From an optimization exercise on the open Yosys and OpenROAD flow, aimed at small area; shortcuts taken in it are not production practice.
In this exercise RTL edits were held to simulation tests only and were not proved equivalent to the original.
Power is estimated from default activity; no workload was simulated.

===== design/flow/constraint.sdc =====
create_clock -name core_clock -period 3.0 [get_ports {clk_i}]
set_input_delay 0.6000 -clock core_clock [delete_from_list [all_inputs] [get_ports {clk_i}]]
set_output_delay 0.6000 -clock core_clock [all_outputs]
set_load 0.01 [all_outputs]

===== design/flow/design.v =====
`default_nettype none
package l2_pkg;
    localparam int NTIO    = 4;
    localparam int NPOL    = 2;
    localparam int NSECT   = 12;
    localparam int NREGION = 4;
    localparam int NSLOT   = 6;
    localparam int META_W = 64;
    localparam int TRIG_W = 8;
    localparam int SLOT_W = 8;
    localparam int LF_BIT  = 6;
    localparam int AUX_BIT = 7;
    localparam int MASK_LF_LSB = NPOL*NSECT + 2;
    localparam int SECT_BITS = NSECT*NREGION;
endpackage
`default_nettype wire
`default_nettype none
module delay_line #(
    parameter int WIDTH = 1,
    parameter int DEPTH = 1
) (
    input  wire              clk_i,
    input  wire              arst_n_i,
    input  wire  [WIDTH-1:0] d_i,
    output logic [WIDTH-1:0] q_o
);
    logic [WIDTH-1:0] stage_q [DEPTH];
    always_ff @(posedge clk_i or negedge arst_n_i) begin
        if (!arst_n_i) begin
            for (int i = 0; i < DEPTH; i++) begin
                stage_q[i] <= '0;
            end
        end else begin
            stage_q[0] <= d_i;
            for (int i = 1; i < DEPTH; i++) begin
                stage_q[i] <= stage_q[i-1];
            end
        end
    end
    assign q_o = stage_q[DEPTH-1];
endmodule
`default_nettype wire
`default_nettype none
module rf_coincidence
(
    input  wire  logic                          clk_i,
    input  wire  logic                          arst_n_i,
    input  wire  logic [l2_pkg::META_W-1:0]     meta_rev_i,
    input  wire  logic [l2_pkg::META_W-1:0]     meta_fwd_i,
    input  wire  logic [l2_pkg::NSECT-1:0]      sector_mask_i,
    input  wire  logic                          logictype_i,
    output logic [l2_pkg::NSECT-1:0]            sector_hit_o,
    output logic                                pol_trig_o
);
    localparam int NSECT   = l2_pkg::NSECT;
    localparam int NREGION = l2_pkg::NREGION;
    localparam int NSLOT   = l2_pkg::NSLOT;
    localparam int SLOT_W  = l2_pkg::SLOT_W;
    localparam int SB      = l2_pkg::SECT_BITS;
    logic [SB-1:0] map_lo_d,     map_hi_d;
    logic [SB-1:0] map_lo_q,     map_hi_q;
    logic [SB-1:0] map_lo_qq,    map_hi_qq;
    logic [SB-1:0] stretch_lo_q, stretch_hi_q;
    logic [SB-1:0] high_rot;
    logic [SB-1:0] mask_bits;
    logic [SB-1:0] coinc_d;
    logic [SB-1:0] coinc_q;
    always_comb begin
        for (int i = 0; i < NSECT; i++) begin
            if (i < NSLOT) begin
                map_lo_d[NREGION*i +: NREGION] = meta_rev_i[SLOT_W*(NSLOT-1-i) +: NREGION];
                map_hi_d[NREGION*i +: NREGION] = meta_rev_i[SLOT_W*(NSLOT-1-i) + NREGION +: NREGION];
            end else begin
                map_lo_d[NREGION*i +: NREGION] = meta_fwd_i[SLOT_W*(i-NSLOT) +: NREGION];
                map_hi_d[NREGION*i +: NREGION] = meta_fwd_i[SLOT_W*(i-NSLOT) + NREGION +: NREGION];
            end
        end
    end
    assign high_rot = {stretch_hi_q[NREGION-1:0], stretch_hi_q[SB-1:NREGION]};
    always_comb begin
        for (int i = 0; i < NSECT; i++) begin
            mask_bits[NREGION*i +: NREGION] = {NREGION{sector_mask_i[i]}};
        end
    end
    assign coinc_d = (logictype_i ? (stretch_lo_q | high_rot)
                                  : (stretch_lo_q & high_rot)) & ~mask_bits;
    always_ff @(posedge clk_i or negedge arst_n_i) begin
        if (!arst_n_i) begin
            map_lo_q     <= '0;
            map_hi_q     <= '0;
            map_lo_qq    <= '0;
            map_hi_qq    <= '0;
            stretch_lo_q <= '0;
            stretch_hi_q <= '0;
            coinc_q      <= '0;
        end else begin
            map_lo_q     <= map_lo_d;
            map_hi_q     <= map_hi_d;
            map_lo_qq    <= map_lo_q;
            map_hi_qq    <= map_hi_q;
            stretch_lo_q <= map_lo_q | map_lo_qq;
            stretch_hi_q <= map_hi_q | map_hi_qq;
            coinc_q      <= coinc_d;
        end
    end
    always_comb begin
        for (int i = 0; i < NSECT; i++) begin
            sector_hit_o[i] = |coinc_q[NREGION*i +: NREGION];
        end
    end
    assign pol_trig_o = |coinc_q;
endmodule
`default_nettype wire
`default_nettype none
module sector_scaler
(
    input  wire  logic                                 clk_i,
    input  wire  logic                                 arst_n_i,
    input  wire  logic [l2_pkg::NPOL*l2_pkg::NSECT-1:0] sector_hit_i,
    output logic [l2_pkg::NPOL*l2_pkg::NSECT-1:0]       leveltwo_o
);
    logic [l2_pkg::NPOL*l2_pkg::NSECT-1:0] hit_q;
    logic [l2_pkg::NPOL*l2_pkg::NSECT-1:0] hit_qq;
    always_ff @(posedge clk_i or negedge arst_n_i) begin
        if (!arst_n_i) begin
            hit_q      <= '0;
            hit_qq     <= '0;
            leveltwo_o <= '0;
        end else begin
            hit_q      <= sector_hit_i;
            hit_qq     <= hit_q;
            leveltwo_o <= hit_q & ~hit_qq;
        end
    end
endmodule
`default_nettype wire
`default_nettype none
module trigger_combiner
(
    input  wire  logic                                   clk_i,
    input  wire  logic                                   arst_n_i,
    input  wire  logic [l2_pkg::NPOL-1:0]                pol_trig_i,
    input  wire  logic [l2_pkg::NTIO*l2_pkg::TRIG_W-1:0] tio_trig_i,
    input  wire  logic                                   rf_en_i,
    input  wire  logic [1:0]                             lf_mask_i,
    input  wire  logic                                   holdoff_i,
    input  wire  logic                                   dead_i,
    output logic [l2_pkg::NPOL-1:0]                      mie_o,
    output logic [1:0]                                   lf_o,
    output logic                                         aux_o,
    output logic                                         trig_o,
    output logic                                         levelthree_o
);
    localparam int POR_LEN = 4;
    localparam int NPOL    = l2_pkg::NPOL;
    localparam int NTIO    = l2_pkg::NTIO;
    localparam int TRIG_W  = l2_pkg::TRIG_W;
    localparam int LF_BIT  = l2_pkg::LF_BIT;
    localparam int AUX_BIT = l2_pkg::AUX_BIT;
    logic [POR_LEN-1:0] por_q;
    logic               por_done;
    logic [NPOL-1:0]    leveltwo_q;
    logic [2:0]         side_d;
    logic [2:0]         side_q;
    logic [2:0]         side_dly;
    logic               trig_q;
    assign por_done = por_q[POR_LEN-1];
    always_comb begin
        side_d[2] = 1'b0;
        for (int t = 0; t < NTIO; t++) begin
            side_d[2] = side_d[2] | tio_trig_i[TRIG_W*t + AUX_BIT];
        end
        side_d[0] = (tio_trig_i[TRIG_W*0 + LF_BIT] | tio_trig_i[TRIG_W*2 + LF_BIT]) & rf_en_i & ~lf_mask_i[0];
        side_d[1] = (tio_trig_i[TRIG_W*1 + LF_BIT] | tio_trig_i[TRIG_W*3 + LF_BIT]) & rf_en_i & ~lf_mask_i[1];
    end
    always_ff @(posedge clk_i or negedge arst_n_i) begin
        if (!arst_n_i) begin
            por_q      <= '0;
            leveltwo_q <= '0;
            side_q     <= '0;
            trig_q     <= 1'b0;
        end else begin
            por_q      <= {por_q[POR_LEN-2:0], 1'b1};
            leveltwo_q <= pol_trig_i & {NPOL{por_done & rf_en_i}};
            side_q     <= side_d;
            trig_q     <= ~holdoff_i & ~dead_i
                          & (side_dly[2] | (|side_dly[1:0]) | (|leveltwo_q));
        end
    end
    delay_line #(
        .WIDTH (3),
        .DEPTH (2)
    ) u_side_dly (
        .clk_i    (clk_i),
        .arst_n_i (arst_n_i),
        .d_i      (side_q),
        .q_o      (side_dly)
    );
    assign trig_o       = trig_q;
    assign levelthree_o = trig_q;
    assign mie_o = leveltwo_q & {NPOL{~holdoff_i}};
    assign lf_o  = side_dly[1:0] & {2{~holdoff_i}};
    assign aux_o = side_dly[2] & ~holdoff_i;
endmodule
`default_nettype wire
`default_nettype none
module leveltwo_top
#(
    parameter int META_DELAY = 4
) (
    input  wire  logic                                    clk_i,
    input  wire  logic                                    arst_n_i,
    input  wire  logic [l2_pkg::NTIO*l2_pkg::TRIG_W-1:0]  tio_trig_i,
    input  wire  logic [l2_pkg::NTIO*l2_pkg::META_W-1:0]  tio_meta_i,
    input  wire  logic                                    holdoff_i,
    input  wire  logic                                    dead_i,
    input  wire  logic                                    logictype_i,
    input  wire  logic                                    rf_en_i,
    input  wire  logic [l2_pkg::MASK_LF_LSB+1:0]          mask_i,
    output logic [l2_pkg::NTIO*l2_pkg::META_W-1:0]        tio_meta_o,
    output logic [l2_pkg::NPOL*l2_pkg::NSECT-1:0]         leveltwo_o,
    output logic [l2_pkg::NPOL-1:0]                       mie_o,
    output logic [1:0]                                    lf_o,
    output logic                                          aux_o,
    output logic                                          levelthree_o,
    output logic                                          trig_o
);
    localparam int NSECT       = l2_pkg::NSECT;
    localparam int NPOL        = l2_pkg::NPOL;
    localparam int META_W      = l2_pkg::META_W;
    localparam int MASK_LF_LSB = l2_pkg::MASK_LF_LSB;
    logic [NPOL*NSECT-1:0] sector_hit;
    logic [NPOL-1:0]       pol_trig;
    delay_line #(
        .WIDTH (l2_pkg::NTIO*META_W),
        .DEPTH (META_DELAY)
    ) u_meta_dly (
        .clk_i    (clk_i),
        .arst_n_i (arst_n_i),
        .d_i      (tio_meta_i),
        .q_o      (tio_meta_o)
    );
    rf_coincidence u_hpol (
        .clk_i         (clk_i),
        .arst_n_i      (arst_n_i),
        .meta_rev_i    (tio_meta_i[META_W*0 +: META_W]),
        .meta_fwd_i    (tio_meta_i[META_W*1 +: META_W]),
        .sector_mask_i (mask_i[NSECT-1:0]),
        .logictype_i   (logictype_i),
        .sector_hit_o  (sector_hit[NSECT-1:0]),
        .pol_trig_o    (pol_trig[0])
    );
    rf_coincidence u_vpol (
        .clk_i         (clk_i),
        .arst_n_i      (arst_n_i),
        .meta_rev_i    (tio_meta_i[META_W*3 +: META_W]),
        .meta_fwd_i    (tio_meta_i[META_W*2 +: META_W]),
        .sector_mask_i (mask_i[2*NSECT-1:NSECT]),
        .logictype_i   (logictype_i),
        .sector_hit_o  (sector_hit[2*NSECT-1:NSECT]),
        .pol_trig_o    (pol_trig[1])
    );
    sector_scaler u_scaler (
        .clk_i        (clk_i),
        .arst_n_i     (arst_n_i),
        .sector_hit_i (sector_hit),
        .leveltwo_o   (leveltwo_o)
    );
    trigger_combiner u_combiner (
        .clk_i        (clk_i),
        .arst_n_i     (arst_n_i),
        .pol_trig_i   (pol_trig),
        .tio_trig_i   (tio_trig_i),
        .rf_en_i      (rf_en_i),
        .lf_mask_i    (mask_i[MASK_LF_LSB +: 2]),
        .holdoff_i    (holdoff_i),
        .dead_i       (dead_i),
        .mie_o        (mie_o),
        .lf_o         (lf_o),
        .aux_o        (aux_o),
        .trig_o       (trig_o),
        .levelthree_o (levelthree_o)
    );
endmodule
`default_nettype wire

===== design/flow/run.sh =====
#!/bin/bash
# synth_recipe.tcl (not shown) runs the flow's synth.tcl, then flattens the netlist and writes it again
# the make line also repeats each setting of config.mk as NAME=value (left out here)
make -C /OpenROAD-flow-scripts/flow DESIGN_CONFIG=/design/flow/config.mk WORK_HOME=/design/flow/orfs CLKGATE_MAP_FILE= SYNTH_SCRIPT=/design/flow/synth_recipe.tcl finish

===== design/flow/config.mk =====
export PLATFORM = sky130hd
export DESIGN_NAME = leveltwo_top
export DESIGN_NICKNAME = leveltwo_top
export VERILOG_FILES = /design/flow/design.v
export SDC_FILE = /design/flow/constraint.sdc
export NUM_CORES = 4
export LEC_CHECK = 0
export CAP_MARGIN = 20
export CORE_MARGIN = 2
export CORE_UTILIZATION = 40
export SLEW_MARGIN = 20

==> reports/results.ini, run 1 <==
[run_status]
outcome = finished clean

[routing]
post_drt_via_cell_ratio = 4.32
drt_iter0_drc = 1032
ant_nets = 0
first_pass_iters = 4
drc = 0
postRouteWirelength_um = 73000
vias = 17658
avgRoutedWirePerCell_um = 17.9

[timing]
setup_viol = 0
fmax_mhz = 379
setup_slack_ns = 0.361
worstMarginPinSlew_ns = 0.656
min_period_ns = 2.64
skew_ns = 0.0242
fin_tns_setup_ns = 0
slew_headroom_pct = 56.3
fin_crit_sh_pct = 88.0
hold_viol = 0
slew_viol_final = 0
rsz0062_at_grt = false

[synth]
synth-seq-area-share_pct = 91.8
ys_seq_elements = 1400
syn-cell-area_um2 = 38200
ys_types = 18
syn_area_per_cell_um2 = 19.4
ys_warn_count = 7
syn-num-nets = 2285
synth_cells = 1963

[pwr]
vdd_drop_max_v = 0.000621
clkPwrFrac_pct = 43.2
seq_power_share_pct = 52.3
power_switching_mw = 8.12
p_int_mw = 30.6
leakagePower_nw = 22.1
switching_share_pct = 21.0
powerDensity_nw_per_um2 = 767
p_comb_share_pct = 4.5

[global_route]
overflow = 0
grt_max_degree = 111
grt_use_total_pct = 15.3
grt_pass1_vias = 19450
grt_pass1_wl_um = 113000
antenna_found_initial = 17

[critical_path]
critical_path_arrival_ns = 2.04
rrSetupSlack_ns = 1.24
crit_path_start = u_combiner.leveltwo_q[0]
cp_max_fo = 2
cp-start-kind = flip-flop
timing.rr.end = u_combiner.leveltwo_q[1]
worstSetupPathType = flip-flop to primary output
worstRegToRegCells = 3
required_ns = 2.40
reg2reg_from = u_vpol.coinc_q[17]
endpoint_kind = primary output

[clocking]
postCtsSetupRepairBufs = 0
cts_sinks = 1400
tritoncts = built
h-tree-depth = 4
cts_buffer_depth = 3
cts.root.buffer_cell = clkbuf_16
cts_resized = 0
holdBufCountCts = 1
cts_buffers = 138
path_clk_slew_ns = 0.06
insertion_delay_ns = 0.73

[cells_and_area]
layout.nets = 3033
final_cell_mix = dfrtp_1 (1400), clkdlybuf4s50_1 (580), or2_2 (192), clkbuf_16 (141), nand2_1 (97)
post-route-util_pct = 53.3
area_growth_pct = 32.4
final_design_area_no_fill_um2 = 50500
final_common_cell = dfrtp_1
drive_above_1_share_pct = 16.3

[hold_path]
hold_depth = 1
hold_path_end = u_vpol.map_lo_q[24]
hp-start = tio_meta_i[128]
min_path_type = primary input to flip-flop

[die]
ios = 609
initial_core_util_pct = 40.3
die-height_um = 313
rows = 113
core-area_um2 = 94700
dieArea_um2 = 97900
die_w_um = 313

[place]
gp_congestion = 0.793
pre_cts_ws_ns = 0.435
dp_hpwl_um = 49200
io_buffers = 582
place_area_um2 = 46000

[flow_run]
cap_violations = 0

## metrics by stage
| step | total power, mW | cells | hold WS (ns) |
|---|---|---|---|
| floorplan | 20.9 | 1963 | 0.304 |
| global placement | 22.3 | 3835 | 0.331 |
| detailed placement | 22.4 | 3835 | 0.335 |
| CTS | 39.4 | 4081 | 0.233 |
| global route | 40.4 | 4082 | 0.250 |
| finish | 38.7 | 4086 | 0.303 |
## worst max-delay path: stages, from the launching register on
cell and delay (ns):
dfrtp_1 0.56, nor2b_1 0.20, clkdlybuf4s50_1 0.55
## area by class of cell
type / count / area, um2
Clock buffer: 208 / 4090
Tap cell: 1265 / 1580
Clock inverter: 37 / 408
Sequential cell: 1400 / 35000
Timing Repair Buffer: 620 / 6320
Antenna cell: 5 / 12.5
Fill cell: 7391 / 44200
Multi-Input combinational cell: 551 / 3080
## cells by family after synthesis
family | share of synthesized area, %
AO/OA/AOI/OAI | 2.57
buffers and inverters | 0.134
other | 0.00983
AND/OR/NAND/NOR | 5.49
flip-flops | 91.8
## metal layers
metal	vias up	wire, um	global-route usage, %
li1	7827	-	-
met1	9111	29200	19.1
met2	544	34700	23.8
met3	152	7060	7.12
met4	24	1800	5.37
met5	-	148	0
## state kept, by name (all words and copies together), names as in the netlist, 3 cells and up
| register | cells |
|---|---|
| u_meta_dly.stage_q | 648 |
| u_combiner.side_q | 3 |
| u_scaler.hit_q | 24 |
| u_vpol.map_lo_q | 47 |
| u_hpol.coinc_q | 48 |
| u_hpol.map_hi_qq | 47 |
| u_vpol.stretch_hi_q | 48 |
| u_combiner.por_q | 4 |
| u_vpol.map_lo_qq | 47 |
| u_hpol.map_hi_q | 47 |
| u_hpol.stretch_hi_q | 48 |
| u_vpol.coinc_q | 48 |
| u_combiner.u_side_dly.stage_q | 6 |
| u_hpol.stretch_lo_q | 48 |
| u_vpol.stretch_lo_q | 48 |
| u_hpol.map_lo_qq | 47 |
| u_vpol.map_hi_q | 47 |
| u_scaler.hit_qq | 24 |
| u_scaler.leveltwo_o | 24 |
| u_vpol.map_hi_qq | 47 |
| u_hpol.map_lo_q | 47 |
## power groups by stage
stage	logic, mW	clock network (mW)	registers [mW]
finish	1.74	16.7	20.3
global route	1.94	18.1	20.4
CTS	1.81	17.3	20.3
detailed placement	1.79	0	20.6
global placement	1.77	0	20.6
floorplan	0.286	0	20.6
## cell usage after synthesis
cell	instances	share of area [%]
clkbuf_1	9	0.089
or2_2	192	3.1
nand2_1	97	0.95
nor3b_1	2	0.039
nor2_1	3	0.030
buf_2	2	0.026
o21ai_0	96	1.3
a31oi_1	2	0.033
nor2b_1	29	0.48
conb_1	1	0.0098
a21oi_1	96	1.3
dfrtp_1	1400	92
nor3_1	1	0.013
nor4_2	6	0.20
or4_4	14	0.41
buf_4	1	0.020
a211oi_1	1	0.020
or4_1	11	0.22
## how the worst max path moves through the flow
stage | endpoint | slack [ns] | cells after the start
3_3_place_gp | lf_o[0] | 0.41 | 3
5_1_grt | mie_o[0] | 0.21 | 2
2_1_floorplan | u_hpol.coinc_q[28] | 1.59 | 5
4_1_cts | mie_o[0] | 0.27 | 2
3_5_place_dp | lf_o[0] | 0.44 | 3
6_report | mie_o[0] | 0.36 | 2
==> run 2: changes to the inputs <==
--- a/design/flow/design.v
+++ b/design/flow/design.v
@@ -226,60 +226,100 @@
     output logic                                          trig_o
 );
+    localparam int NTIO        = l2_pkg::NTIO;
     localparam int NSECT       = l2_pkg::NSECT;
     localparam int NPOL        = l2_pkg::NPOL;
+    localparam int NREGION     = l2_pkg::NREGION;
+    localparam int NSLOT       = l2_pkg::NSLOT;
+    localparam int SLOT_W      = l2_pkg::SLOT_W;
     localparam int META_W      = l2_pkg::META_W;
+    localparam int TRIG_W      = l2_pkg::TRIG_W;
+    localparam int LF_BIT      = l2_pkg::LF_BIT;
+    localparam int AUX_BIT     = l2_pkg::AUX_BIT;
     localparam int MASK_LF_LSB = l2_pkg::MASK_LF_LSB;
-    logic [NPOL*NSECT-1:0] sector_hit;
-    logic [NPOL-1:0]       pol_trig;
-    delay_line #(
-        .WIDTH (l2_pkg::NTIO*META_W),
-        .DEPTH (META_DELAY)
-    ) u_meta_dly (
-        .clk_i    (clk_i),
-        .arst_n_i (arst_n_i),
-        .d_i      (tio_meta_i),
-        .q_o      (tio_meta_o)
-    );
-    rf_coincidence u_hpol (
-        .clk_i         (clk_i),
-        .arst_n_i      (arst_n_i),
-        .meta_rev_i    (tio_meta_i[META_W*0 +: META_W]),
-        .meta_fwd_i    (tio_meta_i[META_W*1 +: META_W]),
-        .sector_mask_i (mask_i[NSECT-1:0]),
-        .logictype_i   (logictype_i),
-        .sector_hit_o  (sector_hit[NSECT-1:0]),
-        .pol_trig_o    (pol_trig[0])
-    );
-    rf_coincidence u_vpol (
-        .clk_i         (clk_i),
-        .arst_n_i      (arst_n_i),
-        .meta_rev_i    (tio_meta_i[META_W*3 +: META_W]),
-        .meta_fwd_i    (tio_meta_i[META_W*2 +: META_W]),
-        .sector_mask_i (mask_i[2*NSECT-1:NSECT]),
-        .logictype_i   (logictype_i),
-        .sector_hit_o  (sector_hit[2*NSECT-1:NSECT]),
-        .pol_trig_o    (pol_trig[1])
-    );
-    sector_scaler u_scaler (
-        .clk_i        (clk_i),
-        .arst_n_i     (arst_n_i),
-        .sector_hit_i (sector_hit),
-        .leveltwo_o   (leveltwo_o)
-    );
-    trigger_combiner u_combiner (
-        .clk_i        (clk_i),
-        .arst_n_i     (arst_n_i),
-        .pol_trig_i   (pol_trig),
-        .tio_trig_i   (tio_trig_i),
-        .rf_en_i      (rf_en_i),
-        .lf_mask_i    (mask_i[MASK_LF_LSB +: 2]),
-        .holdoff_i    (holdoff_i),
-        .dead_i       (dead_i),
-        .mie_o        (mie_o),
-        .lf_o         (lf_o),
-        .aux_o        (aux_o),
-        .trig_o       (trig_o),
-        .levelthree_o (levelthree_o)
-    );
+    localparam int MW          = NTIO*META_W;
+    localparam int NS          = NPOL*NSECT;
+    logic [META_DELAY-1:0] por_q;
+    always_ff @(posedge clk_i or negedge arst_n_i) begin
+        if (!arst_n_i) por_q <= '0;
+        else           por_q <= {por_q[META_DELAY-2:0], 1'b1};
+    end
+    logic [MW-1:0] meta_q [META_DELAY];
+    always_ff @(posedge clk_i) begin
+        meta_q[0] <= tio_meta_i;
+        for (int i = 1; i < META_DELAY; i++) begin
+            meta_q[i] <= meta_q[i-1];
+        end
+    end
+    assign tio_meta_o = meta_q[META_DELAY-1] & {MW{por_q[META_DELAY-1]}};
+    logic          v1, v2;
+    logic [MW-1:0] m1, m2;
+    assign v1 = por_q[1];
+    assign v2 = por_q[2];
+    assign m1 = meta_q[1];
+    assign m2 = meta_q[2];
+    logic [NS-1:0] sec_d;
+    logic [NS-1:0] sec_q, hit_q, hit_qq;
+    for (genvar p = 0; p < NPOL; p++) begin : g_pol
+        for (genvar s = 0; s < NSECT; s++) begin : g_sect
+            localparam int SH    = (s + 1) % NSECT;
+            localparam int LO_LSB = (s < NSLOT)
+                ? META_W*((p == 0) ? 0 : 3) + SLOT_W*(NSLOT-1-s)
+                : META_W*((p == 0) ? 1 : 2) + SLOT_W*(s-NSLOT);
+            localparam int HI_LSB = NREGION + ((SH < NSLOT)
+                ? META_W*((p == 0) ? 0 : 3) + SLOT_W*(NSLOT-1-SH)
+                : META_W*((p == 0) ? 1 : 2) + SLOT_W*(SH-NSLOT));
+            logic [NREGION-1:0] lo, hi, coinc;
+            assign lo    = m1[LO_LSB +: NREGION] | (m2[LO_LSB +: NREGION] & {NREGION{v2}});
+            assign hi    = m1[HI_LSB +: NREGION] | (m2[HI_LSB +: NREGION] & {NREGION{v2}});
+            assign coinc = logictype_i ? (lo | hi) : (lo & hi);
+            assign sec_d[NSECT*p + s] = (|coinc) & v1 & ~mask_i[NSECT*p + s];
+        end
+    end
+    always_ff @(posedge clk_i or negedge arst_n_i) begin
+        if (!arst_n_i) begin
+            sec_q      <= '0;
+            hit_q      <= '0;
+            hit_qq     <= '0;
+            leveltwo_o <= '0;
+        end else begin
+            sec_q      <= sec_d;
+            hit_q      <= sec_q;
+            hit_qq     <= hit_q;
+            leveltwo_o <= hit_q & ~hit_qq;
+        end
+    end
+    logic [NPOL-1:0] pol_q;
+    logic [2:0]      side_d;
+    logic [2:0]      side_q, side_q2, side_q3;
+    logic            trig_q;
+    always_comb begin
+        side_d[2] = 1'b0;
+        for (int t = 0; t < NTIO; t++) begin
+            side_d[2] = side_d[2] | tio_trig_i[TRIG_W*t + AUX_BIT];
+        end
+        side_d[0] = (tio_trig_i[TRIG_W*0 + LF_BIT] | tio_trig_i[TRIG_W*2 + LF_BIT]) & rf_en_i & ~mask_i[MASK_LF_LSB];
+        side_d[1] = (tio_trig_i[TRIG_W*1 + LF_BIT] | tio_trig_i[TRIG_W*3 + LF_BIT]) & rf_en_i & ~mask_i[MASK_LF_LSB+1];
+    end
+    always_ff @(posedge clk_i or negedge arst_n_i) begin
+        if (!arst_n_i) begin
+            pol_q   <= '0;
+            side_q  <= '0;
+            side_q2 <= '0;
+            side_q3 <= '0;
+            trig_q  <= 1'b0;
+        end else begin
+            pol_q[0] <= (|sec_q[NSECT-1:0])  & por_q[META_DELAY-1] & rf_en_i;
+            pol_q[1] <= (|sec_q[NS-1:NSECT]) & por_q[META_DELAY-1] & rf_en_i;
+            side_q   <= side_d;
+            side_q2  <= side_q;
+            side_q3  <= side_q2;
+            trig_q   <= ~holdoff_i & ~dead_i & ((|side_q3) | (|pol_q));
+        end
+    end
+    assign trig_o       = trig_q;
+    assign levelthree_o = trig_q;
+    assign mie_o        = pol_q & {NPOL{~holdoff_i}};
+    assign lf_o         = side_q3[1:0] & {2{~holdoff_i}};
+    assign aux_o        = side_q3[2] & ~holdoff_i;
 endmodule
 `default_nettype wire
==> reports/results.ini, run 2 <==
[routing]
post_drt_via_cell_ratio = 4.52  ; was 4.32
postRouteWirelength_um = 66500  ; was 73000 um
avgRoutedWirePerCell_um = 18.3  ; was 17.9 um
vias = 16449  ; was 17658
drc = 0  ; unchanged
first_pass_iters = 5  ; was 4
ant_nets = 0  ; unchanged
drt_iter0_drc = 860  ; was 1032

[global_route]
met1_usage_pct = 20.8  ; was 19.1%
grt_pass1_wl_um = 99600  ; was 113000 um
grt_max_degree = 111  ; unchanged
overflow = 0  ; unchanged
use_met3_pct = 5.22  ; was 7.12%
antenna_found_initial = 11  ; was 17
grt_pass1_vias = 17019  ; was 19450
grt_use_total_pct = 17.9  ; was 15.3%
grt-busiest-layer = met2  ; unchanged
use_met2_pct = 30.0  ; was 23.8%

[die]
ios = 609  ; unchanged
die_w_um = 270  ; was 313 um
core-area_um2 = 70000  ; was 94700 um2
die-height_um = 270  ; was 313 um
initial_core_util_pct = 40.4  ; was 40.3%
dieArea_um2 = 72900  ; was 97900 um2
rows = 97  ; was 113

[critical_path]
cp-start-kind = flip-flop  ; unchanged
endpoint_kind = primary output  ; unchanged
worstRegToRegCells = 5  ; was 3
slowest_delay_ns = 0.63  ; was 0.56 ns
cpMaxStageDelayCell = clkdlybuf4s50_1  ; was dfrtp_1
reg2reg_from = por_q[2]  ; was u_vpol.coinc_q[17]
crit_chain = buf_12 -> and2_1 -> clkdlybuf4s50_1  ; was nor2b_1 -> clkdlybuf4s50_1
cp_max_fo = 88  ; was 2
endpoint = tio_meta_o[225]  ; was mie_o[0]
worstSetupPathType = flip-flop to primary output  ; unchanged
crit_path_start = por_q[3]  ; was u_combiner.leveltwo_q[0]
required_ns = 2.40  ; about the same
rrSetupSlack_ns = 0.94  ; was 1.24 ns
critical_path_arrival_ns = 2.26  ; was 2.04 ns
timing.rr.end = sec_q[17]  ; was u_combiner.leveltwo_q[1]

[place]
pre_cts_ws_ns = 0.521  ; was 0.435 ns
gp_congestion = 0.835  ; was 0.793
place_area_um2 = 35100  ; was 46000 um2
io_buffers = 582  ; unchanged
dp_hpwl_um = 47200  ; was 49200 um

[flow_run]
cap_violations = 0  ; unchanged

[clocking]
cts_buffer_depth = 3  ; unchanged
tritoncts = built  ; unchanged
insertion_delay_ns = 0.66  ; was 0.73 ns
cts_sinks = 1136  ; was 1400
h-tree-depth = 3  ; was 4
cts.root.buffer_cell = clkbuf_16  ; unchanged
cts_buffers = 105  ; was 138
path_clk_slew_ns = 0.07  ; was 0.06 ns
postCtsSetupRepairBufs = 0  ; unchanged

[cells_and_area]
layout.nets = 2923  ; was 3033
num-fill-cells = 5750  ; was 7391
drive_above_1_share_pct = 7.76  ; was 16.3%
final_design_area_no_fill_um2 = 39000  ; was 50500 um2
largest_reg_flops = 1024  ; was 648
area_growth_pct = 37.7  ; was 32.4%
final_cell_mix = dfxtp_1 (1024), clkdlybuf4s50_1 (580), and2_1 (256), a21oi_1 (120), o21ai_0 (120)  ; was dfrtp_1 (1400), clkdlybuf4s50_1 (580), or2_2 (192), clkbuf_16 (141), nand2_1 (97)
final_common_cell = dfxtp_1  ; was dfrtp_1
largest_register = meta_q  ; was u_meta_dly.stage_q

[synth]
syn-cell-area_um2 = 28300  ; was 38200 um2
ys_warn_count = 2  ; was 7
synth-seq-area-share_pct = 82.3  ; was 91.8%
synth_top_area_share_pct = 72.4  ; was 91.8%
synthTopCellsByArea = dfxtp_1 (72%), dfrtp_1 (9.9%), and2_1 (5.7%)  ; was dfrtp_1 (92%), or2_2 (3.1%), a21oi_1 (1.3%)
synth_top_area_cell = dfxtp_1  ; was dfrtp_1
synth_cells = 1964  ; was 1963
async_flop_share_pct = 9.86  ; was 100%
synth_ff_type = dfxtp_1  ; was dfrtp_1
yosys-top-cells-count = dfxtp_1 (1024), and2_1 (256), a21oi_1 (120), o21ai_0 (120), dfrtp_1 (112)  ; was dfrtp_1 (1400), or2_2 (192), nand2_1 (97)
syn-num-nets = 2286  ; was 2285
ys_seq_elements = 1136  ; was 1400
yosysMostFrequentCell = dfxtp_1  ; was dfrtp_1
syn_area_per_cell_um2 = 14.4  ; was 19.4 um2
ys_types = 24  ; was 18
synth_edf_count = 0  ; unchanged

[timing]
min_period_ns = 2.86  ; was 2.64 ns
fin_tns_setup_ns = 0  ; unchanged
worstMarginPinSlew_ns = 1.15  ; was 0.656 ns
fin_crit_sh_pct = 95.5  ; was 88.0%
slew_headroom_pct = 22.8  ; was 56.3%
rsz0062_at_grt = false  ; unchanged
setup_slack_ns = 0.135  ; was 0.361 ns
setup_viol = 0  ; unchanged
whs_ns = 0.320  ; was 0.303 ns
hold_viol = 0  ; unchanged
slew_viol_final = 0  ; unchanged
skew_ns = 0.0370  ; was 0.0242 ns
fmax_mhz = 349  ; was 379 MHz

[run_status]
outcome = finished clean  ; unchanged

[pwr]
powerDensity_nw_per_um2 = 816  ; was 767 nW/um2
vdd_drop_max_v = 0.000551  ; was 0.000621 V
leakagePower_nw = 15.7  ; was 22.1 nW
p_total_mw = 31.8  ; was 38.7 mW

[hold_path]
min_path_type = flip-flop to flip-flop  ; was primary input to flip-flop

run 2: cell count changes after synthesis, sizes merged, moves of 38 or more:
cell	previous run	this run
o32ai	0	96
nor4	6	78
clkbuf	9	47
and2	0	256
dfxtp	0	1024
dfrtp	1400	112
or2	192	0
nand2	97	25
run 2: worst min-delay path by stage:
stage | start | to | slack (ns) | depth (start not counted)
final | meta_q[0][141] | meta_q[1][141] | 0.32 | 0
after global routing | meta_q[0][197] | meta_q[1][197] | 0.33 | 0
after CTS | meta_q[2][153] | meta_q[3][153] | 0.31 | 0
after detailed placement | meta_q[0][109] | meta_q[1][109] | 0.31 | 0
after global placement | meta_q[1][185] | meta_q[2][185] | 0.31 | 0
after floorplan | arst_n_i | hit_q[0] | 0.30 | 0
run 2: area by class of cell:
class | count | area (um2) | share of cell area [%]
antenna | 8 | 20.0 | 0.0514
multi-input combinational | 759 | 4650 | 11.9
clock inverter | 48 | 636 | 1.63
inverter | 1 | 6.26 | 0.0161
tap | 940 | 1180 | 3.02
clock buffer | 150 | 3150 | 8.09
timing repair buffer | 598 | 6020 | 15.4
sequential | 1136 | 23300 | 59.8
run 2: through the flow:
step / std cells / util (%)
after floorplan: 1964 / -
after global placement: 3433 / 50.2
after detailed placement: 3433 / 50.2
after CTS: 3632 / 55.6
after global routing: 3640 / 55.6
final: 3640 / 55.6
run 2: kinds of logic (layout without fill, tap and decap cells):
logic type	count (synthesis)	count (layout)	share of synthesized area (%)
other	1	9	0.0132
buffers and inverters	69	797	1.24
and+or+nand+nor	419	419	9.09
AOI/OAI and AO/OA	339	339	7.34
DFF	1136	1136	82.3
run 2: power breakdown:
| group | internal (mW) | switching (mW) |
|---|---|---|
| Sequential | 15.9 | 0.356 |
| Clock | 8.26 | 5.67 |
| Combinational | 0.920 | 0.644 |
| Total | 25.1 | 6.67 |
run 2: repair_timing:
item	CTS	global route
hold buffers	1	0
gates resized for setup	0	1
endpoints found under the hold margin	30	0
endpoints found under the setup margin	0	12
run 2: worst max-delay path, delay by kind of cell, from the launching register on:
kind | cells | cell delay, ns
flip-flops | 1 | 0.49
AND/OR/NAND/NOR | 1 | 0.18
buffers and inverters | 2 | 0.91
run 2: metal layers:
metal / part of all wire [%] / vias up / wire [um]
met1: 40 / 7811 / 26900
met3: 6.8 / 131 / 4530
met2: 49 / 526 / 32500
met4: 3.9 / 6 / 2600
met5: 0.063 / - / 42
li1: - / 7975 / -
==> run 3: changes to the inputs <==
--- a/design/flow/design.v
+++ b/design/flow/design.v
@@ -252,15 +252,18 @@
     end
     assign tio_meta_o = meta_q[META_DELAY-1] & {MW{por_q[META_DELAY-1]}};
-    logic          v1, v2;
-    logic [MW-1:0] m1, m2;
-    assign v1 = por_q[1];
-    assign v2 = por_q[2];
-    assign m1 = meta_q[1];
+    logic [MW-1:0]   m2, m3;
+    logic [NS-1:0]   mask_q;
+    logic            logictype_q;
+    logic [NS-1:0]   hit_d;
+    logic [NS-1:0]   hit_q, hit_qq;
     assign m2 = meta_q[2];
-    logic [NS-1:0] sec_d;
-    logic [NS-1:0] sec_q, hit_q, hit_qq;
+    assign m3 = tio_meta_o;
+    always_ff @(posedge clk_i) begin
+        mask_q      <= mask_i[NS-1:0];
+        logictype_q <= logictype_i;
+    end
     for (genvar p = 0; p < NPOL; p++) begin : g_pol
         for (genvar s = 0; s < NSECT; s++) begin : g_sect
-            localparam int SH    = (s + 1) % NSECT;
+            localparam int SH     = (s + 1) % NSECT;
             localparam int LO_LSB = (s < NSLOT)
                 ? META_W*((p == 0) ? 0 : 3) + SLOT_W*(NSLOT-1-s)
@@ -270,22 +273,17 @@
                 : META_W*((p == 0) ? 1 : 2) + SLOT_W*(SH-NSLOT));
             logic [NREGION-1:0] lo, hi, coinc;
-            assign lo    = m1[LO_LSB +: NREGION] | (m2[LO_LSB +: NREGION] & {NREGION{v2}});
-            assign hi    = m1[HI_LSB +: NREGION] | (m2[HI_LSB +: NREGION] & {NREGION{v2}});
-            assign coinc = logictype_i ? (lo | hi) : (lo & hi);
-            assign sec_d[NSECT*p + s] = (|coinc) & v1 & ~mask_i[NSECT*p + s];
+            assign lo    = m2[LO_LSB +: NREGION] | m3[LO_LSB +: NREGION];
+            assign hi    = m2[HI_LSB +: NREGION] | m3[HI_LSB +: NREGION];
+            assign coinc = logictype_q ? (lo | hi) : (lo & hi);
+            assign hit_d[NSECT*p + s] = (|coinc) & por_q[2] & ~mask_q[NSECT*p + s];
         end
     end
+    always_ff @(posedge clk_i) begin
+        hit_q  <= hit_d;
+        hit_qq <= hit_q;
+    end
     always_ff @(posedge clk_i or negedge arst_n_i) begin
-        if (!arst_n_i) begin
-            sec_q      <= '0;
-            hit_q      <= '0;
-            hit_qq     <= '0;
-            leveltwo_o <= '0;
-        end else begin
-            sec_q      <= sec_d;
-            hit_q      <= sec_q;
-            hit_qq     <= hit_q;
-            leveltwo_o <= hit_q & ~hit_qq;
-        end
+        if (!arst_n_i) leveltwo_o <= '0;
+        else           leveltwo_o <= hit_q & ~hit_qq & {NS{por_q[0]}};
     end
     logic [NPOL-1:0] pol_q;
@@ -309,6 +307,6 @@
             trig_q  <= 1'b0;
         end else begin
-            pol_q[0] <= (|sec_q[NSECT-1:0])  & por_q[META_DELAY-1] & rf_en_i;
-            pol_q[1] <= (|sec_q[NS-1:NSECT]) & por_q[META_DELAY-1] & rf_en_i;
+            pol_q[0] <= (|hit_d[NSECT-1:0])  & por_q[META_DELAY-1] & rf_en_i;
+            pol_q[1] <= (|hit_d[NS-1:NSECT]) & por_q[META_DELAY-1] & rf_en_i;
             side_q   <= side_d;
             side_q2  <= side_q;
==> design/flow/flow/run.sh (new file) <==
#!/bin/bash
set -euo pipefail
export BUFFER_PORTS_ARGS="-buffer_cell sky130_fd_sc_hd__buf_1"
export CTS_ARGS="-sink_clustering_enable -repair_clock_nets -dont_use_dummy_load -buf_list {sky130_fd_sc_hd__clkbuf_4 sky130_fd_sc_hd__clkbuf_8}"
bash standard.sh finish > standard_flow.log 2>&1
==> design/flow/standard.sh (new file) <==
#!/bin/bash
# synth_recipe.tcl (not shown) runs the flow's synth.tcl, then flattens the netlist and writes it again
# the make line also repeats each setting of config.mk as NAME=value (left out here)
make -C /OpenROAD-flow-scripts/flow DESIGN_CONFIG=/design/flow/config.mk WORK_HOME=/design/flow/orfs CLKGATE_MAP_FILE= SYNTH_SCRIPT=/design/flow/synth_recipe.tcl "${@:-finish}"
--- a/design/flow/config.mk
+++ b/design/flow/config.mk
@@ -8,4 +8,4 @@
 export CAP_MARGIN = 20
 export CORE_MARGIN = 2
-export CORE_UTILIZATION = 40
+export CORE_UTILIZATION = 65
 export SLEW_MARGIN = 20
removed: design/flow/run.sh
==> reports/results.ini, run 3 <==
[run_status]
outcome = finished clean  ; unchanged

[die]
core-area_um2 = 41900  ; was 70000 um2
die-height_um = 210  ; was 270 um
dieArea_um2 = 44000  ; was 72900 um2
rows = 75  ; was 97
initial_core_util_pct = 65.7  ; was 40.4%
ios = 609  ; unchanged
die_w_um = 210  ; was 270 um

[flow_run]
cap_violations = 0  ; unchanged

[clocking]
path_clk_slew_ns = 0.06  ; was 0.07 ns
cts_buffers = 160  ; was 105
h-tree-depth = 4  ; was 3
tritoncts = built  ; unchanged
cts.root.buffer_cell = clkbuf_8  ; was clkbuf_16
postCtsSetupRepairBufs = 0  ; unchanged
cts_sinks = 1137  ; was 1136
insertion_delay_ns = 0.77  ; was 0.66 ns
cts_buffer_depth = 3  ; unchanged

[cells_and_area]
area_growth_pct = 28.4  ; was 37.7%
num-fill-cells = 2087  ; was 5750
post-route-util_pct = 84.4  ; was 55.6%
final_cells = 3356  ; was 3640
final_common_cell = dfxtp_1  ; unchanged
final_design_area_no_fill_um2 = 35300  ; was 39000 um2
multi_input_area_um2 = 4170  ; was 4650 um2
largest_reg_flops = 1024  ; unchanged
layout.nets = 3133  ; was 2923
drive_above_1_share_pct = 7.40  ; was 7.76%
final_cell_mix = dfxtp_1 (1096), buf_1 (581), dlygate4sd3_1 (284), and2_1 (244), clkbuf_8 (160)  ; was dfxtp_1 (1024), clkdlybuf4s50_1 (580), and2_1 (256), a21oi_1 (120), o21ai_0 (120)
largest_register = meta_q  ; unchanged
register_area_um2 = 23000  ; was 23300 um2

[critical_path]
crit_chain = buf_12 -> o32ai_1 -> a21oi_1 -> nor4_1 -> a21boi_0 -> buf_4 -> o2111ai_1 -> o311a_1  ; was buf_12 -> and2_1 -> clkdlybuf4s50_1
crit_path_start = logictype_q  ; was por_q[3]
cp-start-kind = flip-flop  ; unchanged
reg2reg_from = logictype_q  ; was por_q[2]
required_ns = 3.62  ; was 2.40 ns
cp_max_fo = 74  ; was 88
slowest_delay_ns = 0.50  ; was 0.63 ns
worstSetupPathType = flip-flop to flip-flop  ; was flip-flop to primary output
endpoint_kind = flip-flop  ; was primary output
cpMaxStageDelayCell = dfxtp_4  ; was clkdlybuf4s50_1
rrSetupSlack_ns = 0.15  ; was 0.94 ns
critical_path_arrival_ns = 3.48  ; was 2.26 ns

[timing]
min_period_ns = 2.85  ; was 2.86 ns
fmax_mhz = 350  ; was 349 MHz
slew_headroom_pct = 54.7  ; was 22.8%
slew_viol_final = 0  ; unchanged
worstMarginPinSlew_ns = 0.679  ; was 1.15 ns
whs_ns = 0.0754  ; was 0.320 ns
fin_tns_setup_ns = 0  ; unchanged
setup_viol = 0  ; unchanged
setup_slack_ns = 0.146  ; was 0.135 ns
rsz0062_at_grt = false  ; unchanged
hold_viol = 0  ; unchanged
fin_crit_sh_pct = 95.1  ; was 95.5%
skew_ns = 0.0539  ; was 0.0370 ns

[hold_path]
hp-start = mask_i[26]  ; was meta_q[0][141]
min_path_type = primary input to flip-flop  ; was flip-flop to flip-flop

[place]
place_area_um2 = 30200  ; was 35100 um2
pre_cts_ws_ns = -0.0716  ; was 0.521 ns
gp_congestion = 0.864  ; was 0.835
io_buffers = 582  ; unchanged
dp_hpwl_um = 41300  ; was 47200 um
dp_cells = 2904  ; was 3433

[global_route]
grt_use_total_pct = 30.7  ; was 17.9%
grt_pass1_wl_um = 101000  ; was 99600 um
antenna_found_initial = 13  ; was 11
grt_pass1_vias = 18166  ; was 17019
overflow = 0  ; unchanged
grt_max_degree = 110  ; was 111

[synth]
synth_top_area_share_pct = 79.9  ; was 72.4%
yosysMostFrequentCell = dfxtp_1  ; unchanged
async_flop_share_pct = 3.52  ; was 9.86%
synth_ff_type = dfxtp_1  ; unchanged
syn-num-nets = 2140  ; was 2286
synthTopCellsByArea = dfxtp_1 (80%), and2_1 (5.6%), dfrtp_1 (3.6%)  ; was dfxtp_1 (72%), dfrtp_1 (9.9%), and2_1 (5.7%)
syn_area_per_cell_um2 = 15.1  ; was 14.4 um2
syn-cell-area_um2 = 27500  ; was 28300 um2
synth_top_area_cell = dfxtp_1  ; unchanged
synth-seq-area-share_pct = 83.5  ; was 82.3%
yosys-top-cells-count = dfxtp_1 (1097), and2_1 (244), o32ai_1 (63)  ; was dfxtp_1 (1024), and2_1 (256), a21oi_1 (120), o21ai_0 (120), dfrtp_1 (112)
ys_types = 36  ; was 24
ys_warn_count = 2  ; unchanged
ys_seq_elements = 1137  ; was 1136
synth_edf_count = 0  ; unchanged
synth_cells = 1818  ; was 1964

[routing]
ant_nets = 0  ; unchanged
drc = 0  ; unchanged
vias = 16972  ; was 16449
postRouteWirelength_um = 68200  ; was 66500 um
first_pass_iters = 5  ; unchanged
drt_iter0_drc = 1031  ; was 860
post_drt_via_cell_ratio = 5.06  ; was 4.52
avgRoutedWirePerCell_um = 20.3  ; was 18.3 um

[pwr]
leakagePower_nw = 14.4  ; was 15.7 nW
powerDensity_nw_per_um2 = 772  ; was 816 nW/um2
vdd_drop_max_v = 0.000589  ; was 0.000551 V
p_total_mw = 27.3  ; was 31.8 mW

## run 3: cell families after synthesis
group | after synthesis | synth area share, %
other | 1 | 0.0136
buffers and inverters | 68 | 1.32
AND/OR/NAND/NOR | 393 | 9.05
flip-flops | 1137 | 83.5
AO/OA/AOI/OAI | 219 | 6.11
## run 3: final timing paths
path	endpoint	depth (start not counted)
setup / recovery	pol_q[0]	8
hold / removal	side_q[0]	2
setup reg to reg	pol_q[0]	8
hold reg to reg	meta_q[2][6]	0
max in group asynchronous	leveltwo_o[14]	3
min in group asynchronous	leveltwo_o[7]	2
## run 3: power by group
part           total [mW]  internal, mW  switching, mW
Combinational        1.38         0.669          0.708
Clock                9.64          4.70           4.93
Sequential           16.2          15.9          0.307
Total                27.3          21.3           5.95
## run 3: area by class of cell
| class | count | area share, % |
|---|---|---|
| Sequential cell | 1137 | 65.0 |
| Multi-Input combinational cell | 613 | 11.8 |
| Inverter | 14 | 0.149 |
| Timing Repair Buffer | 885 | 14.8 |
| Clock buffer | 160 | 6.24 |
| Tap cell | 539 | 1.91 |
| Antenna cell | 8 | 0.0567 |
## run 3: repair_timing
action | 4_1_cts | 5_1_grt
hold endpoints to repair | 307 | 0
setup endpoints to repair | 1 | 6
hold buffers | 284 | 0
gates cloned | 0 | 0
resized for setup | 1 | 6
pin swaps | 0 | 0
## run 3: per-layer routing
metal | up-vias | track usage (%) | share of wire (%)
met1 | 8090 | 32.1 | 37
li1 | 8034 | - | -
met5 | - | 0 | 0.079
met4 | 8 | 15.6 | 4.1
met2 | 678 | 54.6 | 51
met3 | 162 | 10.6 | 7.7
## run 3: critical path: cells and delay by family (launching register included)
kind	cells	cell delay, ns
AO/OA/AOI/OAI	5	1.31
buffers and inverters	2	0.50
flip-flops	1	0.50
AND/OR/NAND/NOR	1	0.32
==> run 4: changes to the inputs <==
==> design/flow/run.sh (new file) <==
#!/bin/bash
# synth_recipe.tcl (not shown) runs the flow's synth.tcl, then flattens the netlist and writes it again
# the make line also repeats each setting of config.mk as NAME=value (left out here)
make -C /OpenROAD-flow-scripts/flow DESIGN_CONFIG=/design/flow/config.mk WORK_HOME=/design/flow/orfs CLKGATE_MAP_FILE= SYNTH_SCRIPT=/design/flow/synth_recipe.tcl finish
--- a/design/flow/config.mk
+++ b/design/flow/config.mk
@@ -8,4 +8,4 @@
 export CAP_MARGIN = 20
 export CORE_MARGIN = 2
-export CORE_UTILIZATION = 65
+export CORE_UTILIZATION = 40
 export SLEW_MARGIN = 20
removed: design/flow/flow/run.sh
removed: design/flow/standard.sh
==> reports/results.ini, run 4 <==
[run_status]
outcome = finished clean  ; unchanged

[clocking]
insertion_delay_ns = 0.66  ; was 0.77 ns
cts_buffer_depth = 3  ; unchanged
cts_buffers = 105  ; was 160
h-tree-depth = 3  ; was 4
cts.root.buffer_cell = clkbuf_16  ; was clkbuf_8
path_clk_slew_ns = 0.06  ; about the same
cts_sinks = 1137  ; unchanged
tritoncts = built  ; unchanged

[cells_and_area]
final_cell_mix = dfxtp_1 (1096), clkdlybuf4s50_1 (500), and2_1 (244), clkbuf_16 (105), o32ai_1 (61)  ; was dfxtp_1 (1096), buf_1 (581), dlygate4sd3_1 (284), and2_1 (244), clkbuf_8 (160)
final_design_area_no_fill_um2 = 38300  ; was 35300 um2
final_common_cell = dfxtp_1  ; unchanged
largest_reg_flops = 1024  ; unchanged
layout.nets = 2805  ; was 3133
post-route-util_pct = 56.1  ; was 84.4%
area_growth_pct = 39.4  ; was 28.4%
largest_register = meta_q  ; unchanged
drive_above_1_share_pct = 9.49  ; was 7.40%

[die]
die_w_um = 266  ; was 210 um
initial_core_util_pct = 40.2  ; was 65.7%
ios = 609  ; unchanged
die-height_um = 266  ; was 210 um
core-area_um2 = 68300  ; was 41900 um2
dieArea_um2 = 70900  ; was 44000 um2
rows = 96  ; was 75

[flow_run]
cap_violations = 0  ; unchanged

[place]
dp_hpwl_um = 45600  ; was 41300 um
gp_congestion = 0.820  ; was 0.864
place_area_um2 = 34400  ; was 30200 um2
pre_cts_ws_ns = -0.0626  ; was -0.0716 ns
io_buffers = 582  ; unchanged

[routing]
drt_iter0_drc = 648  ; was 1031
vias = 15270  ; was 16972
avgRoutedWirePerCell_um = 18.4  ; was 20.3 um
ant_nets = 0  ; unchanged
drc = 0  ; unchanged
postRouteWirelength_um = 63600  ; was 68200 um
post_drt_via_cell_ratio = 4.41  ; was 5.06
first_pass_iters = 4  ; was 5

[synth]
async_flop_share_pct = 3.52  ; unchanged
synth_edf_count = 0  ; unchanged
synth-seq-area-share_pct = 83.5  ; unchanged
ys_seq_elements = 1137  ; unchanged
syn-num-nets = 2140  ; unchanged
synth_top_area_share_pct = 79.9  ; unchanged
yosys-top-cells-count = dfxtp_1 (1097), and2_1 (244), o32ai_1 (63)  ; unchanged
syn_area_per_cell_um2 = 15.1  ; unchanged
yosysMostFrequentCell = dfxtp_1  ; unchanged
ys_warn_count = 2  ; unchanged
synth_ff_type = dfxtp_1  ; unchanged
synth_top_area_cell = dfxtp_1  ; unchanged
synthTopCellsByArea = dfxtp_1 (80%), and2_1 (5.6%), dfrtp_1 (3.6%)  ; unchanged
ys_types = 36  ; unchanged
synth_cells = 1818  ; unchanged
syn-cell-area_um2 = 27500  ; unchanged

[hold_path]
min_path_type = flip-flop to flip-flop  ; was primary input to flip-flop

[global_route]
antenna_found_initial = 13  ; unchanged
grt_max_degree = 59  ; was 110
overflow = 0  ; unchanged
grt_use_total_pct = 17.4  ; was 30.7%
grt_pass1_wl_um = 92400  ; was 101000 um
grt_pass1_vias = 15622  ; was 18166

[pwr]
powerDensity_nw_per_um2 = 827  ; was 772 nW/um2
p_total_mw = 31.7  ; was 27.3 mW
leakagePower_nw = 16.0  ; was 14.4 nW
vdd_drop_max_v = 0.000809  ; was 0.000589 V

[timing]
fmax_mhz = 336  ; was 350 MHz
fin_crit_sh_pct = 99.2  ; was 95.1%
rsz0062_at_grt = true  ; was false
slew_viol_final = 0  ; unchanged
whs_ns = 0.299  ; was 0.0754 ns
skew_ns = 0.0401  ; was 0.0539 ns
slew_headroom_pct = 39.6  ; was 54.7%
worstMarginPinSlew_ns = 0.906  ; was 0.679 ns
setup_viol = 0  ; unchanged
hold_viol = 0  ; unchanged
min_period_ns = 2.98  ; was 2.85 ns
setup_slack_ns = 0.0234  ; was 0.146 ns

[critical_path]
endpoint_kind = primary output  ; was flip-flop
worstSetupPathType = flip-flop to primary output  ; was flip-flop to flip-flop
required_ns = 2.40  ; was 3.62 ns
cp-start-kind = flip-flop  ; unchanged
critical_path_arrival_ns = 2.38  ; was 3.48 ns
cp_max_fo = 50  ; was 74

-- run 4: cell counts after synthesis --
Identical to the previous run, type by type.
-- run 4: timing repair --
action	4_1_cts	5_1_grt
endpoints found under the hold margin	10	0
resized for setup	64	34
pin swaps	1	4
cloned	0	0
endpoints found under the setup margin	199	85
hold buffers	1	0
setup buffers	4	0
-- run 4: cell type report --
| type | instances | area, um2 |
|---|---|---|
| Antenna cell | 9 | 22.5 |
| Clock buffer | 149 | 3080 |
| Clock inverter | 47 | 721 |
| Fill cell | 5477 | 30000 |
| Inverter | 14 | 52.6 |
| Multi-Input combinational cell | 613 | 4210 |
| Sequential cell | 1137 | 23000 |
| Tap cell | 882 | 1100 |
| Timing Repair Buffer | 612 | 6180 |
-- run 4: final timing paths --
path	from	to	slack, ns	cells after the start
setup / recovery	por_q[3]	tio_meta_o[227]	0.02	4
hold / removal	meta_q[0][25]	meta_q[1][25]	0.30	0
setup reg to reg	por_q[3]	pol_q[1]	0.09	9
hold reg to reg	meta_q[0][25]	meta_q[1][25]	0.30	0
max in group asynchronous	arst_n_i	por_q[2]	1.78	3
min in group asynchronous	arst_n_i	leveltwo_o[20]	0.41	2
-- run 4: through the flow --
step	setup TNS, ns	instances
after floorplan	0	1818
after global placement	-0.0824	3253
after detailed placement	-0.0626	3253
after CTS	-0.740	3454
after global routing	-2.71	3463
final	0	3463
-- run 4: cell families (layout without fill, tap and decap cells) --
group	count (synthesis)	in the layout	share of synthesized area (%)
other	1	10	0.0136
and+or+nand+nor	393	393	9.05
DFF	1137	1137	83.5
buffers and inverters	68	822	1.32
AOI/OAI and AO/OA	219	219	6.11
-- run 4: critical path, stage by stage (launching register included) --
cell and delay (ns):
dfrtp_4 0.48, buf_12 0.23, buf_16 0.21, and2_1 0.19
clkdlybuf4s50_1 0.56
-- run 4: report_power, final --
group	switching (mW)	total [mW]	internal (mW)
combinational	0.612	1.52	0.907
sequential	0.287	16.2	15.9
clock	5.61	14.0	8.35
-- run 4: per-layer routing --
layer	global-route usage (%)	wire, um	vias to the layer above
met5	0	38	-
met4	8.67	2590	6
met3	5.94	4580	138
met2	30.5	31900	456
met1	18.6	24400	7180
li1	-	-	7490
==> run 5: changes to the inputs <==
==> design/flow/flow/run.sh (new file) <==
#!/bin/bash
# The standard layout (standard.sh), with the port buffers chosen here:
# a delay cell on each input, buf_1 on each output; and CTS buffer options.
set -euo pipefail
export IN_BUF_CELL=sky130_fd_sc_hd__buf_1
export PRE_GLOBAL_PLACE_TCL=$PWD/flow/pre_gpl.tcl
export BUFFER_PORTS_ARGS="-outputs -buffer_cell sky130_fd_sc_hd__buf_1"
bash standard.sh finish > standard_flow.log 2>&1
==> design/flow/flow/pre_gpl.tcl (new file) <==
# inputs get a delay-cell buffer (hold on input-to-register paths),
# outputs get buf_1 (BUFFER_PORTS_ARGS in run.sh)
buffer_ports -inputs -buffer_cell $::env(IN_BUF_CELL)
==> design/flow/standard.sh (new file) <==
#!/bin/bash
# synth_recipe.tcl (not shown) runs the flow's synth.tcl, then flattens the netlist and writes it again
# the make line also repeats each setting of config.mk as NAME=value (left out here)
make -C /OpenROAD-flow-scripts/flow DESIGN_CONFIG=/design/flow/config.mk WORK_HOME=/design/flow/orfs CLKGATE_MAP_FILE= SYNTH_SCRIPT=/design/flow/synth_recipe.tcl "${@:-finish}"
--- a/design/flow/config.mk
+++ b/design/flow/config.mk
@@ -8,4 +8,4 @@
 export CAP_MARGIN = 20
 export CORE_MARGIN = 2
-export CORE_UTILIZATION = 40
+export CORE_UTILIZATION = 65
 export SLEW_MARGIN = 20
removed: design/flow/run.sh
==> reports/results.ini, run 5 <==
[synth]
yosys-top-cells-count = dfxtp_1 (1097), and2_1 (244), o32ai_1 (63)  ; unchanged
yosysMostFrequentCell = dfxtp_1  ; unchanged
async_flop_share_pct = 3.52  ; unchanged
ys_types = 36  ; unchanged
syn_area_per_cell_um2 = 15.1  ; unchanged
synthTopCellsByArea = dfxtp_1 (80%), and2_1 (5.6%), dfrtp_1 (3.6%)  ; unchanged
synth_ff_type = dfxtp_1  ; unchanged
synth_cells = 1818  ; unchanged
synth_top_area_cell = dfxtp_1  ; unchanged
syn-num-nets = 2140  ; unchanged
synth_top_area_share_pct = 79.9  ; unchanged
synth-seq-area-share_pct = 83.5  ; unchanged
synth_edf_count = 0  ; unchanged
syn-cell-area_um2 = 27500  ; unchanged
ys_seq_elements = 1137  ; unchanged
ys_warn_count = 2  ; unchanged

[place]
place_area_um2 = 29100  ; was 34400 um2
dp_cells = 2608  ; was 3253
io_buffers = 582  ; unchanged
dp_hpwl_um = 40900  ; was 45600 um
gp_congestion = 0.854  ; was 0.820
pre_cts_ws_ns = -0.128  ; was -0.0626 ns

[timing]
slew_viol_final = 0  ; unchanged
min_period_ns = 2.84  ; was 2.98 ns
rsz0062_at_grt = false  ; was true
setup_viol = 0  ; unchanged
skew_ns = 0.0304  ; was 0.0401 ns
fmax_mhz = 352  ; was 336 MHz
setup_slack_ns = 0.159  ; was 0.0234 ns
worstMarginPinSlew_ns = 0.794  ; was 0.906 ns
fin_crit_sh_pct = 94.7  ; was 99.2%
slew_headroom_pct = 47.1  ; was 39.6%
whs_ns = 0.0388  ; was 0.299 ns
hold_viol = 0  ; unchanged

[cells_and_area]
final_common_cell = dfxtp_1  ; unchanged
post-route-util_pct = 84.9  ; was 56.1%
layout.nets = 2777  ; was 2805
largest_reg_flops = 1024  ; unchanged
drive_above_1_share_pct = 8.35  ; was 9.49%
final_cell_mix = dfxtp_1 (1096), buf_1 (287), dlygate4sd3_1 (284), and2_1 (244), clkbuf_16 (101)  ; was dfxtp_1 (1096), clkdlybuf4s50_1 (500), and2_1 (244), clkbuf_16 (105), o32ai_1 (61)
largest_register = meta_q  ; unchanged
multi_input_area_um2 = 4180  ; was 4210 um2
area_growth_pct = 29.2  ; was 39.4%
final_design_area_no_fill_um2 = 35500  ; was 38300 um2
num-fill-cells = 2053  ; was 5477
register_area_um2 = 23000  ; about the same
final_cells = 3091  ; was 3463

[critical_path]
worstSetupPathType = flip-flop to flip-flop  ; was flip-flop to primary output
cp-start-kind = flip-flop  ; unchanged
cp_max_fo = 109  ; was 50
cpMaxStageDelayCell = a2111o_1  ; was clkdlybuf4s50_1
slowest_delay_ns = 0.54  ; was 0.56 ns
endpoint_kind = flip-flop  ; was primary output
critical_path_arrival_ns = 3.36  ; was 2.38 ns
required_ns = 3.52  ; was 2.40 ns
crit_buf_inv = 1  ; was 3
crit_chain = buf_12 -> and2_1 -> nor4_1 -> and3_1 -> o2111ai_1 -> a2111o_1 -> o311a_1  ; was buf_12 -> buf_16 -> and2_1 -> clkdlybuf4s50_1
cp_top_family = compound AO/OA/AOI/OAI gates  ; was buffers and inverters

[die]
core-area_um2 = 41900  ; was 68300 um2
die_w_um = 210  ; was 266 um
ios = 609  ; unchanged
rows = 75  ; was 96
dieArea_um2 = 44000  ; was 70900 um2
die-height_um = 210  ; was 266 um
initial_core_util_pct = 65.7  ; was 40.2%

[routing]
first_pass_iters = 5  ; was 4
avgRoutedWirePerCell_um = 22.5  ; was 18.4 um
vias = 16038  ; was 15270
ant_nets = 0  ; unchanged
post_drt_via_cell_ratio = 5.19  ; was 4.41
drc = 0  ; unchanged
postRouteWirelength_um = 69500  ; was 63600 um
drt_iter0_drc = 1161  ; was 648

[global_route]
overflow = 0  ; unchanged
grt_use_total_pct = 30.4  ; was 17.4%
use_met3_pct = 9.94  ; was 5.94%
use_met2_pct = 54.6  ; was 30.5%
met1_usage_pct = 32.2  ; was 18.6%
antenna_found_initial = 17  ; was 13
grt_pass1_vias = 16905  ; was 15622
grt-busiest-layer = met2  ; unchanged
grt_pass1_wl_um = 99500  ; was 92400 um
grt_max_degree = 110  ; was 59

[clocking]
h-tree-depth = 3  ; unchanged
cts_sinks = 1137  ; unchanged
insertion_delay_ns = 0.66  ; about the same
path_clk_slew_ns = 0.07  ; was 0.06 ns
cts_buffers = 99  ; was 105
tritoncts = built  ; unchanged
postCtsSetupRepairBufs = 0  ; was 4
cts_buffer_depth = 3  ; unchanged
cts.root.buffer_cell = clkbuf_16  ; unchanged

[pwr]
leakagePower_nw = 14.6  ; was 16.0 nW
clkPwrFrac_pct = 43.3  ; was 44.1%
p_int_mw = 24.2  ; was 25.2 mW
powerDensity_nw_per_um2 = 868  ; was 827 nW/um2
p_comb_share_pct = 4.1  ; was 4.8%
switching_share_pct = 21.5  ; was 20.5%
power_switching_mw = 6.63  ; was 6.51 mW
vdd_drop_max_v = 0.000901  ; was 0.000809 V
seq_power_share_pct = 52.7  ; was 51.1%

[run_status]
outcome = finished clean  ; unchanged

[flow_run]
cap_violations = 0  ; unchanged

[hold_path]
min_path_type = primary input to flip-flop  ; was flip-flop to flip-flop

[run 5: cell counts after synthesis]
No cell type changed its count.
[run 5: layout make-up]
cell class                      instances  area share [%]
Sequential cell                      1137            64.7
Timing Repair Buffer                  590            11.7
Tap cell                              539            1.90
Multi-Input combinational cell        613            11.8
Clock buffer                          146            8.27
Antenna cell                           13          0.0916
Inverter                               14           0.148
Clock inverter                         39            1.50
[run 5: stage by stage]
stage	setup TNS, ns	power, mW
5_1_grt	0	31.7
4_1_cts	0	30.7
3_5_place_dp	-0.128	17.4
2_1_floorplan	0	17.0
6_report	0	30.8
3_3_place_gp	-0.0733	17.4
[run 5: cell families (layout without fill, tap and decap cells)]
| logic type | Yosys count | count (layout) | synth area share [%] |
|---|---|---|---|
| flip-flops | 1137 | 1137 | 83.5 |
| AND/OR/NAND/NOR | 393 | 393 | 9.05 |
| AO/OA/AOI/OAI | 219 | 219 | 6.11 |
| other | 1 | 14 | 0.0136 |
| buffers and inverters | 68 | 789 | 1.32 |
[run 5: worst reg2reg max path: stages, from the launching register on]
cell       delay [ns]
dfrtp_4          0.53
buf_12           0.25
and2_1           0.28
nor4_1           0.29
and3_1           0.23
o2111ai_1        0.26
a2111o_1         0.54
o311a_1          0.35
[run 5: power groups by stage]
| stage | clock [mW] | sequential, mW | combinational (mW) |
|---|---|---|---|
| after floorplan | 0 | 16.4 | 0.556 |
| after global placement | 0 | 16.5 | 0.858 |
| after detailed placement | 0 | 16.5 | 0.865 |
| after CTS | 13.3 | 16.2 | 1.22 |
| after global routing | 14.1 | 16.3 | 1.33 |
| final | 13.3 | 16.2 | 1.26 |
[run 5: worst paths after layout]
check	to	slack (ns)	cells past startpoint	from
worst min-delay path	side_q[1]	0.04	1	mask_i[27]
worst max-delay path	pol_q[1]	0.16	7	por_q[3]
max in group asynchronous	por_q[3]	2.32	2	arst_n_i
worst min register to register	meta_q[2][64]	0.32	0	meta_q[1][64]
worst max register to register	pol_q[1]	0.16	7	por_q[3]
min in group asynchronous	side_q2[1]	0.47	2	arst_n_i
[run 5: per-layer routing]
layer / vias to the layer above / part of all wire, %
li1: 7424 / -
met1: 7754 / 36
met2: 659 / 51
met3: 195 / 7.6
met4: 6 / 5.0
met5: - / 0.059
[run 5: timing repair]
action                                  in CTS  in global routing
hold buffers                               285                  0
endpoints found under the hold margin      322                  0
pin swaps                                    0                  0
endpoints found under the setup margin       1                  2
gates resized for setup                      3                  2

-- separate check: timing with driven ports --
The results above use ideal ports. As a check the final layouts listed here were re-extracted and re-timed, cells and wires unchanged. Step 1 assumes that a clkbuf_16 drives the clock port and a buf_2 every other input. Step 2 also shifts input and output timing later by t, the mid clock arrival at the registers, as if the neighbouring blocks saw the same clock. a / b / c = no drivers / after step 1 / after step 2; a / b = the first two.
run	shift t [ns]	setup WS [ns]	hold WS [ns]	worst setup path after step 2	cell pins on the clock port's net
run 1	0.776	0.361 / 0.303 / 0.431	0.303 / 0.268 / 0.337	input to output	1
run 2	0.698	0.135 / 0.075 / 0.509	0.320 / 0.320 / 0.320	input to output	1
run 3	0.793	0.146 / 0.146 / 0.146	0.075 / 0.058 / 0.313	register to register	1
run 4	0.703	0.023 / -0.037 / 0.088	0.299 / 0.299 / 0.299	register to register	1
run 5	0.703	0.159 / 0.159 / 0.159	0.039 / 0.058 / 0.319	register to register	1
After both steps every run listed still meets setup and hold.
